This design comes from an exercise in tuning for small area, a short achievable clock period and few clock cycles per item on the open sky130 flow, not from production work. In this exercise RTL edits were held to simulation tests only and were not proved equivalent to the original.

==> inputs of wip/ember <==
Design layer_ctrl_top, start of the top module:
module layer_ctrl_top
(
	input  logic                 clk,
	input  logic                 arst_n,
	input  logic                 lc_isolation,
	input  logic [LC_ADDR_W-1:0] rx_addr,
	input  logic [LC_DATA_W-1:0] rx_data,
	input  logic                 rx_req,
	input  logic                 rx_pend,
	output logic                 rx_ack,
	output logic [LC_ADDR_W-1:0] tx_addr,
	output logic [LC_DATA_W-1:0] tx_data,
	output logic                 tx_req,
	output logic                 tx_pend,
	input  logic                 tx_ack
);
Settings: LEC_CHECK=0, CAP_MARGIN=20, CORE_MARGIN=2, CORE_UTILIZATION=45, SETUP_SLACK_MARGIN=2.4, SLEW_MARGIN=20, TNS_END_PERCENT=5; clock period 5.0 ns.
standard.sh (not shown) runs the stock make flow with config.mk's settings and CLKGATE_MAP_FILE= SYNTH_SCRIPT=/design/flow/synth_recipe.tcl, a recipe that flattens the netlist after the stock synthesis.
==> flow/flow/run.sh <==
#!/bin/bash
# The standard layout, with the isolation input and every output port placed
# together on the die's edge, so that the isolation clamp's net stays short.
set -euo pipefail
export PLACE_PINS_ARGS="-group_pins {lc_isolation rx_ack tx_req tx_pend tx_addr[0] tx_addr[1] tx_addr[2] tx_addr[3] tx_addr[4] tx_addr[5] tx_addr[6] tx_addr[7] tx_data[0] tx_data[1] tx_data[2] tx_data[3] tx_data[4] tx_data[5] tx_data[6] tx_data[7] tx_data[8] tx_data[9] tx_data[10] tx_data[11] tx_data[12] tx_data[13] tx_data[14] tx_data[15] tx_data[16] tx_data[17] tx_data[18] tx_data[19] tx_data[20] tx_data[21] tx_data[22] tx_data[23] tx_data[24] tx_data[25] tx_data[26] tx_data[27] tx_data[28] tx_data[29] tx_data[30] tx_data[31]}"
bash standard.sh > standard.log 2>&1
==> inputs of wip/yarrow, as changes to wip/ember <==
--- a/flow/design.v
+++ b/flow/design.v
@@ -93,29 +93,26 @@
 import lc_pkg::*;
 module lc_mem
 (
 	input  logic                     clk,
 	input  logic                     mem_we,
-	input  logic [LC_MEM_DEPTH-1:0]  mem_ptr,
+	input  logic [LC_MEM_ADDR_W-1:0] mem_waddr,
 	input  logic [LC_DATA_W-1:0]     mem_wdata,
-	input  logic                     mem_ren,
+	input  logic [LC_MEM_DEPTH-1:0]  mem_rsel,
 	output logic [LC_DATA_W-1:0]     mem_rdata
 );
 	logic [LC_DATA_W-1:0] mem [LC_MEM_DEPTH];
-	logic [LC_DATA_W-1:0] rd;
 	always_ff @(posedge clk)
 	begin
-		for (int i = 0; i < LC_MEM_DEPTH; i++)
-			if (mem_we && mem_ptr[i])
-				mem[i] <= mem_wdata;
+		if (mem_we)
+			mem[mem_waddr] <= mem_wdata;
 	end
 	always_comb
 	begin
-		rd = '0;
+		mem_rdata = '0;
 		for (int i = 0; i < LC_MEM_DEPTH; i++)
-			rd = rd | (mem[i] & {LC_DATA_W{mem_ptr[i]}});
-		mem_rdata = rd & {LC_DATA_W{mem_ren}};
+			mem_rdata = mem_rdata | (mem[i] & {LC_DATA_W{mem_rsel[i]}});
 	end
 endmodule
 `timescale 1ns/10ps
 import lc_pkg::*;
 module lc_isolation
@@ -154,12 +151,11 @@
 	input  logic [LC_RF_DATA_W-1:0]  rf_rdata,
 	input  logic [LC_DATA_W-1:0]     mem_rdata,
 	input  logic [LC_ADDR_W-1:0]     cnt_addr,
 	input  logic [LC_ADDR_W-1:0]     cnt_next,
 	input  logic [LC_CNT_W-1:0]      remain,
-	output logic [LC_MEM_DEPTH-1:0]  mem_ptr,
-	output logic                     mem_ren,
+	output logic [LC_MEM_DEPTH-1:0]  mem_rsel,
 	output logic [LC_RF_DEPTH-1:0]   rf_rsel,
 	output logic                     rx_ack_lc,
 	output logic [LC_ADDR_W-1:0]     tx_addr_lc,
 	output logic [LC_DATA_W-1:0]     tx_data_lc,
 	output logic                     tx_req_lc,
@@ -220,15 +216,14 @@
 	end
 	assign rd_mem_next = (take && is_read) ? func[1] : rd_mem;
 	always_ff @(posedge clk)
 	begin
 		for (int i = 0; i < LC_MEM_DEPTH; i++)
-			mem_ptr[i] <= (cnt_next[LC_MEM_ADDR_W-1:0] == LC_MEM_ADDR_W'(i));
+			mem_rsel[i] <= rd_mem_next && (cnt_next[LC_MEM_ADDR_W-1:0] == LC_MEM_ADDR_W'(i));
 		for (int i = 0; i < LC_RF_DEPTH; i++)
 			rf_rsel[i] <= !rd_mem_next && (cnt_next[LC_RF_ADDR_W-1:0] == LC_RF_ADDR_W'(i));
 	end
-	assign mem_ren = rd_mem;
 	assign cnt_load = take && (is_read || (func == FUNC_MEM_WR && !in_msg));
 	assign cnt_start = is_read ? rx_data[31:24] : rx_data[7:0];
 	assign cnt_step = mem_we || tx_done;
 	assign len_load = take && is_read;
 	assign len_step = tx_done;
@@ -267,12 +262,11 @@
 	logic cnt_step;
 	logic len_step;
 	logic [LC_ADDR_W-1:0] cnt_addr;
 	logic [LC_ADDR_W-1:0] cnt_next;
 	logic [LC_CNT_W-1:0] remain;
-	logic [LC_MEM_DEPTH-1:0] mem_ptr;
-	logic mem_ren;
+	logic [LC_MEM_DEPTH-1:0] mem_rsel;
 	logic [LC_RF_DEPTH-1:0] rf_rsel;
 	lc_fsm u_fsm (
 		.clk        (clk),
 		.arst_n     (arst_n),
 		.rx_addr    (rx_addr),
@@ -283,12 +277,11 @@
 		.rf_rdata   (rf_rdata),
 		.mem_rdata  (mem_rdata),
 		.cnt_addr   (cnt_addr),
 		.cnt_next   (cnt_next),
 		.remain     (remain),
-		.mem_ptr    (mem_ptr),
-		.mem_ren    (mem_ren),
+		.mem_rsel   (mem_rsel),
 		.rf_rsel    (rf_rsel),
 		.rx_ack_lc  (rx_ack_lc),
 		.tx_addr_lc (tx_addr_lc),
 		.tx_data_lc (tx_data_lc),
 		.tx_req_lc  (tx_req_lc),
@@ -338,11 +331,11 @@
 		.rf_rdata (rf_rdata)
 	);
 	lc_mem u_mem (
 		.clk       (clk),
 		.mem_we    (mem_we),
-		.mem_ptr   (mem_ptr),
+		.mem_waddr (cnt_addr[LC_MEM_ADDR_W-1:0]),
 		.mem_wdata (wr_word),
-		.mem_ren   (mem_ren),
+		.mem_rsel  (mem_rsel),
 		.mem_rdata (mem_rdata)
 	);
 endmodule
==> inputs of wip/cedar, as changes to wip/ember <==
--- a/flow/design.v
+++ b/flow/design.v
@@ -25,28 +25,20 @@
 	input  logic                 len_load,
 	input  logic [LC_CNT_W-1:0]  cnt_len,
 	input  logic                 cnt_step,
 	input  logic                 len_step,
 	output logic [LC_ADDR_W-1:0] cnt_addr,
-	output logic [LC_ADDR_W-1:0] cnt_next,
 	output logic [LC_CNT_W-1:0]  remain
 );
-	always_comb
-	begin
-		if (cnt_load)
-			cnt_next = cnt_start;
-		else if (cnt_step)
-			cnt_next = cnt_addr + 1'b1;
-		else
-			cnt_next = cnt_addr;
-	end
 	always_ff @(posedge clk or negedge arst_n)
 	begin
 		if (!arst_n)
 			cnt_addr <= '0;
-		else
-			cnt_addr <= cnt_next;
+		else if (cnt_load)
+			cnt_addr <= cnt_start;
+		else if (cnt_step)
+			cnt_addr <= cnt_addr + 1'b1;
 	end
 	always_ff @(posedge clk or negedge arst_n)
 	begin
 		if (!arst_n)
 			remain <= '0;
@@ -93,29 +85,26 @@
 import lc_pkg::*;
 module lc_mem
 (
 	input  logic                     clk,
 	input  logic                     mem_we,
-	input  logic [LC_MEM_DEPTH-1:0]  mem_ptr,
+	input  logic [LC_MEM_ADDR_W-1:0] mem_waddr,
 	input  logic [LC_DATA_W-1:0]     mem_wdata,
-	input  logic                     mem_ren,
+	input  logic [LC_MEM_DEPTH-1:0]  mem_rsel,
 	output logic [LC_DATA_W-1:0]     mem_rdata
 );
 	logic [LC_DATA_W-1:0] mem [LC_MEM_DEPTH];
-	logic [LC_DATA_W-1:0] rd;
 	always_ff @(posedge clk)
 	begin
-		for (int i = 0; i < LC_MEM_DEPTH; i++)
-			if (mem_we && mem_ptr[i])
-				mem[i] <= mem_wdata;
+		if (mem_we)
+			mem[mem_waddr] <= mem_wdata;
 	end
 	always_comb
 	begin
-		rd = '0;
+		mem_rdata = '0;
 		for (int i = 0; i < LC_MEM_DEPTH; i++)
-			rd = rd | (mem[i] & {LC_DATA_W{mem_ptr[i]}});
-		mem_rdata = rd & {LC_DATA_W{mem_ren}};
+			mem_rdata = mem_rdata | (mem[i] & {LC_DATA_W{mem_rsel[i]}});
 	end
 endmodule
 `timescale 1ns/10ps
 import lc_pkg::*;
 module lc_isolation
@@ -152,14 +141,12 @@
 	input  logic                     rx_pend,
 	input  logic                     tx_ack,
 	input  logic [LC_RF_DATA_W-1:0]  rf_rdata,
 	input  logic [LC_DATA_W-1:0]     mem_rdata,
 	input  logic [LC_ADDR_W-1:0]     cnt_addr,
-	input  logic [LC_ADDR_W-1:0]     cnt_next,
 	input  logic [LC_CNT_W-1:0]      remain,
-	output logic [LC_MEM_DEPTH-1:0]  mem_ptr,
-	output logic                     mem_ren,
+	output logic [LC_MEM_DEPTH-1:0]  mem_rsel,
 	output logic [LC_RF_DEPTH-1:0]   rf_rsel,
 	output logic                     rx_ack_lc,
 	output logic [LC_ADDR_W-1:0]     tx_addr_lc,
 	output logic [LC_DATA_W-1:0]     tx_data_lc,
 	output logic                     tx_req_lc,
@@ -176,11 +163,10 @@
 	logic [LC_FUNC_W-1:0] func;
 	logic take;
 	logic is_read;
 	logic in_msg;
 	logic rd_mem;
-	logic rd_mem_next;
 	logic tx_raise;
 	logic tx_done;
 	assign func = rx_addr[LC_FUNC_W-1:0];
 	assign take = rx_req && !rx_ack_lc;
 	assign is_read = (func == FUNC_RF_RD) || (func == FUNC_MEM_RD);
@@ -211,24 +197,24 @@
 	end
 	always_ff @(posedge clk)
 	begin
 		wr_word <= rx_data;
 		if (take && is_read)
+		begin
 			tx_addr_lc <= rx_data[15:8];
-		rd_mem <= rd_mem_next;
+			rd_mem <= func[1];
+		end
 		tx_pend_lc <= (remain != LC_CNT_W'(1));
 		tx_data_lc <= mem_rdata | {cnt_addr & {LC_ADDR_W{!rd_mem}}, rf_rdata};
 	end
-	assign rd_mem_next = (take && is_read) ? func[1] : rd_mem;
-	always_ff @(posedge clk)
+	always_comb
 	begin
 		for (int i = 0; i < LC_MEM_DEPTH; i++)
-			mem_ptr[i] <= (cnt_next[LC_MEM_ADDR_W-1:0] == LC_MEM_ADDR_W'(i));
+			mem_rsel[i] = rd_mem && (cnt_addr[LC_MEM_ADDR_W-1:0] == LC_MEM_ADDR_W'(i));
 		for (int i = 0; i < LC_RF_DEPTH; i++)
-			rf_rsel[i] <= !rd_mem_next && (cnt_next[LC_RF_ADDR_W-1:0] == LC_RF_ADDR_W'(i));
+			rf_rsel[i] = !rd_mem && (cnt_addr[LC_RF_ADDR_W-1:0] == LC_RF_ADDR_W'(i));
 	end
-	assign mem_ren = rd_mem;
 	assign cnt_load = take && (is_read || (func == FUNC_MEM_WR && !in_msg));
 	assign cnt_start = is_read ? rx_data[31:24] : rx_data[7:0];
 	assign cnt_step = mem_we || tx_done;
 	assign len_load = take && is_read;
 	assign len_step = tx_done;
@@ -265,14 +251,12 @@
 	logic [LC_ADDR_W-1:0] cnt_start;
 	logic len_load;
 	logic cnt_step;
 	logic len_step;
 	logic [LC_ADDR_W-1:0] cnt_addr;
-	logic [LC_ADDR_W-1:0] cnt_next;
 	logic [LC_CNT_W-1:0] remain;
-	logic [LC_MEM_DEPTH-1:0] mem_ptr;
-	logic mem_ren;
+	logic [LC_MEM_DEPTH-1:0] mem_rsel;
 	logic [LC_RF_DEPTH-1:0] rf_rsel;
 	lc_fsm u_fsm (
 		.clk        (clk),
 		.arst_n     (arst_n),
 		.rx_addr    (rx_addr),
@@ -281,14 +265,12 @@
 		.rx_pend    (rx_pend),
 		.tx_ack     (tx_ack),
 		.rf_rdata   (rf_rdata),
 		.mem_rdata  (mem_rdata),
 		.cnt_addr   (cnt_addr),
-		.cnt_next   (cnt_next),
 		.remain     (remain),
-		.mem_ptr    (mem_ptr),
-		.mem_ren    (mem_ren),
+		.mem_rsel   (mem_rsel),
 		.rf_rsel    (rf_rsel),
 		.rx_ack_lc  (rx_ack_lc),
 		.tx_addr_lc (tx_addr_lc),
 		.tx_data_lc (tx_data_lc),
 		.tx_req_lc  (tx_req_lc),
@@ -310,11 +292,10 @@
 		.len_load  (len_load),
 		.cnt_len   (rx_data[23:16]),
 		.cnt_step  (cnt_step),
 		.len_step  (len_step),
 		.cnt_addr  (cnt_addr),
-		.cnt_next  (cnt_next),
 		.remain    (remain)
 	);
 	lc_isolation u_isolation (
 		.lc_isolation (lc_isolation),
 		.rx_ack_lc    (rx_ack_lc),
@@ -338,11 +319,11 @@
 		.rf_rdata (rf_rdata)
 	);
 	lc_mem u_mem (
 		.clk       (clk),
 		.mem_we    (mem_we),
-		.mem_ptr   (mem_ptr),
+		.mem_waddr (cnt_addr[LC_MEM_ADDR_W-1:0]),
 		.mem_wdata (wr_word),
-		.mem_ren   (mem_ren),
+		.mem_rsel  (mem_rsel),
 		.mem_rdata (mem_rdata)
 	);
 endmodule
==> flow/run.sh (new file) <==
#!/bin/bash
# synth_recipe.tcl (not shown) runs the flow's synth.tcl, then flattens the netlist and writes it again
# the make line also repeats each setting of config.mk as NAME=value (left out here)
make -C /OpenROAD-flow-scripts/flow DESIGN_CONFIG=/design/flow/config.mk WORK_HOME=/design/flow/orfs CLKGATE_MAP_FILE= SYNTH_SCRIPT=/design/flow/synth_recipe.tcl finish
- CORE_UTILIZATION: 45 -> 60
- SETUP_SLACK_MARGIN: 2.4 -> 2.2
- TNS_END_PERCENT: 5 -> not set
removed: flow/flow/run.sh
removed: flow/standard.sh
==> comparison <==
The lowest routed wire length belongs to wip/yarrow, the highest to wip/cedar.
Sequential share of layout area, highest first: wip/yarrow, wip/ember, wip/cedar.
In wip/ember the critical path depth is lower than in wip/cedar, by 4.
Utilization, highest first: wip/cedar, wip/ember, wip/yarrow.
Between wip/yarrow and wip/ember, the lower clock-buffer cell count is in wip/yarrow (gap 33).
Worst setup slack: wip/ember > wip/yarrow > wip/cedar.
Clock skew, lowest first: wip/cedar, wip/yarrow, wip/ember.
Testbench counts of wip/ember, summed over its fixed seeds: cycles 11,902, words 5,951.
Testbench counts of wip/yarrow, summed over its fixed seeds: cycles 11,902, words 5,951.
Testbench counts of wip/cedar, summed over its fixed seeds: cycles 11,902, words 5,951.

==> re-timing with driven ports <==
The flow's constraints put no driver on any port. The routed layouts listed below were extracted and timed again, unchanged, in two steps. Step 1, drivers: a clkbuf_16 drives clk and a buf_2 each remaining input, both assumed. Step 2 moves the port delays by t, midway between the first and last clock arrival at a register: inputs arrive t later, outputs are due t later. That takes back most of the time a late clock gives input paths. Slacks: no drivers / after step 1 / after step 2; pairs: no drivers / after step 1.
run	t (ns)	slack for setup (ns)	worst data-port slew with drivers (ns)
wip/ember	1.021	2.098 / 2.098 / 1.158	0.15
wip/yarrow	0.988	1.650 / 1.650 / 1.345	0.04
wip/cedar	0.987	1.569 / 1.569 / 1.569	0.16
After both steps every run listed still meets setup and hold. The setup slack of wip/ember, which loses most, moves by 0.000 ns with the drivers and by -0.940 ns with both steps.
